This design comes from an exercise in tuning for small area, a short achievable clock period and few clock cycles per item on the open sky130 flow, not from production work.
Function was checked by simulation only, so behaviour that the tests miss may differ from the original.
Power figures rest on the tool's default switching activity, not on a simulated workload.

==> flow/design.v <==
module icache_dm (
    input  logic        clk,
    input  logic        rst,
    input  logic        ce,
    input  logic [31:0] pc_addr,
    input  logic        flush,
    output logic [31:0] instr_o,
    output logic        stall_req,
    output logic        rom_req,
    output logic [31:0] rom_addr,
    input  logic        rom_ack,
    input  logic [31:0] rom_data
);
    localparam int SW = 6;          
    localparam int NS = 1 << SW;    
    localparam int PW = 30 - SW;    
    logic [PW-1:0]   ptag [2];
    logic [1:0]      pval_q;
    logic            lru_q;         
    logic [NS-1:0]   sval;          
    logic [NS-1:0]   sptr;          
    logic [31:0]     sdata [NS];
    logic            busy_q;        
    logic [29:0]     raddr_q;       
    logic            fptr_q;        
    logic            pf_v_q;        
    logic [29:0]     pf_addr_q;
    logic            pf_ptr_q;
    logic [PW-1:0]   page;
    logic [SW-1:0]   slot, nslot;
    logic [NS-1:0]   dec, nval, nptr;
    logic [1:0]      pm;
    logic            h0, h1, n0, n1, hit, hptr, pmatch, aptr, start, ack, byp;
    logic            pf_v_d, pf_go, alloc;
    logic [31:0]     cword;
    logic            unused_pc_lsb;
    assign page  = pc_addr[31:SW+2];
    assign slot  = pc_addr[SW+1:2];
    assign nslot = slot + 1'b1;
    assign unused_pc_lsb = ^pc_addr[1:0];
    assign pm[0] = pval_q[0] & (ptag[0] == page);
    assign pm[1] = pval_q[1] & (ptag[1] == page);
    assign pmatch = |pm;
    always_comb begin
        for (int s = 0; s < NS; s++)
            dec[s] = (slot == s[SW-1:0]) & ~(busy_q & (raddr_q[SW-1:0] == s[SW-1:0]));
        nval = {sval[0], sval[NS-1:1]};
        nptr = {sptr[0], sptr[NS-1:1]};
        h0 = |(dec & sval & ~sptr);
        h1 = |(dec & sval & sptr);
        n0 = |(dec & nval & ~nptr);
        n1 = |(dec & nval & nptr);
        cword = '0;
        for (int s = 0; s < NS; s++)
            cword = cword | ({32{dec[s]}} & sdata[s]);
    end
    assign hit  = (h0 & pm[0]) | (h1 & pm[1]);
    assign hptr = pm[1];
    assign aptr = pmatch ? pm[1] : lru_q;
    assign ack   = busy_q & rom_ack;
    assign byp   = ack & (raddr_q == pc_addr[31:2]);
    assign pf_v_d = ce & hit & ~flush & ~(&slot) & ~(hptr ? n1 : n0)
                  & ~(ack & (raddr_q[SW-1:0] == nslot));
    assign pf_go = ~busy_q & pf_v_q;
    assign start = ~busy_q & ~pf_v_q & ce & ~hit;
    assign alloc = ~busy_q & ~pf_v_q & ce & ~pmatch;
    assign stall_req = ~(hit | byp);
    assign instr_o   = cword | ({32{byp}} & rom_data);
    assign rom_req   = busy_q | pf_v_q | (ce & ~hit);
    assign rom_addr  = {(busy_q ? raddr_q : (pf_v_q ? pf_addr_q : pc_addr[31:2])), 2'b00};
    always_ff @(posedge clk) begin
        if (rst) begin
            busy_q <= 1'b0;
            pf_v_q <= 1'b0;
            pval_q <= '0;
        end else begin
            pf_v_q <= pf_v_d;
            if (ack) busy_q <= 1'b0;
            if (start || pf_go) busy_q <= 1'b1;
            if (alloc) pval_q[lru_q] <= 1'b1;
            if (flush) pval_q <= '0;
        end
    end
    always_ff @(posedge clk) begin
        if (ce && pmatch) lru_q <= ~pm[1];
        else if (alloc) lru_q <= ~lru_q;
        if (alloc) ptag[lru_q] <= page;
        if (!busy_q) begin
            raddr_q <= pf_v_q ? pf_addr_q : pc_addr[31:2];
            fptr_q  <= pf_v_q ? pf_ptr_q : aptr;
        end
        pf_addr_q <= {page, nslot};
        pf_ptr_q  <= hptr;
    end
    always_ff @(posedge clk) begin
        for (int s = 0; s < NS; s++) begin
            if (ack && raddr_q[SW-1:0] == s[SW-1:0]) begin
                sdata[s] <= rom_data;
                sval[s]  <= 1'b1;
                sptr[s]  <= fptr_q;
            end else if (alloc && sptr[s] == lru_q) begin
                sval[s] <= 1'b0;
            end
        end
    end
endmodule
make LEC_CHECK=0 CAP_MARGIN=20 CORE_MARGIN=2 CORE_UTILIZATION=45 CTS_CLUSTER_DIAMETER=60 CTS_CLUSTER_SIZE=16 SETUP_SLACK_MARGIN=2.0 SLEW_MARGIN=20 finish   # period 8.0 ns
run.sh (not shown) runs the stock make flow with config.mk's settings and CLKGATE_MAP_FILE= SYNTH_SCRIPT=/design/flow/synth_recipe.tcl, a recipe that flattens the netlist after the stock synthesis.
Testbench counts at the start, summed over its fixed seeds: cycles 103,809, fetches 32,000.
Next try:
--- a/flow/design.v
+++ b/flow/design.v
@@ -73,17 +73,18 @@
             busy_q <= 1'b0;
             pf_v_q <= 1'b0;
             pval_q <= '0;
+            lru_q  <= 1'b0;
         end else begin
             pf_v_q <= pf_v_d;
             if (ack) busy_q <= 1'b0;
             if (start || pf_go) busy_q <= 1'b1;
             if (alloc) pval_q[lru_q] <= 1'b1;
             if (flush) pval_q <= '0;
+            if (ce && pmatch) lru_q <= ~pm[1];
+            else if (alloc) lru_q <= ~lru_q;
         end
     end
     always_ff @(posedge clk) begin
-        if (ce && pmatch) lru_q <= ~pm[1];
-        else if (alloc) lru_q <= ~lru_q;
         if (alloc) ptag[lru_q] <= page;
         if (!busy_q) begin
             raddr_q <= pf_v_q ? pf_addr_q : pc_addr[31:2];
@@ -94,7 +95,9 @@
     end
     always_ff @(posedge clk) begin
         for (int s = 0; s < NS; s++) begin
-            if (ack && raddr_q[SW-1:0] == s[SW-1:0]) begin
+            if (rst) begin
+                sval[s]  <= 1'b0;
+            end else if (ack && raddr_q[SW-1:0] == s[SW-1:0]) begin
                 sdata[s] <= rom_data;
                 sval[s]  <= 1'b1;
                 sptr[s]  <= fptr_q;
Outcome: Wire length is higher by about 0.43%; register-to-register slack got worse by 230 ps; non-clock buffer count is higher by 98; global-route usage is lower by 0.63 points; clock-buffer cell count is higher by 18; utilization is higher by 0.82 points; setup slack got worse by 450 ps; first-iteration DRC count is higher by 6.2%; power is lower by about 0.35%; final cell count is higher by about 3%.
Testbench counts after the change, summed over its fixed seeds: cycles 103,809, fetches 32,000.

## port drivers added, routing unchanged
The flow's constraints put no driver on any port. The routed layouts listed below were extracted and timed again, unchanged, in two steps.
Step 1: set_driving_cell puts a clkbuf_16 on clk and a buf_2 on each other input, an assumption about the parent block.
Step 2 moves the port delays by t, midway between the first and last clock arrival at a register: inputs arrive t later, outputs are due t later. That takes back most of the time a late clock gives input paths.
a / b / c = ideal ports / drivers / drivers and shift; a / b = the first two.
run | t (ns) | slack for setup (ns) | latest minus earliest clock arrival (ns)
the first run | 0.939 | 1.927 / 1.840 / 1.840 | 0.078 / 0.079
the second run | 0.929 | 1.478 / 1.423 / 1.423 | 0.076 / 0.076
After both steps setup and hold are still met in every run listed. For the first run, which loses most, drivers alone change the setup slack by -0.087 ns; drivers and shift together by -0.087 ns.
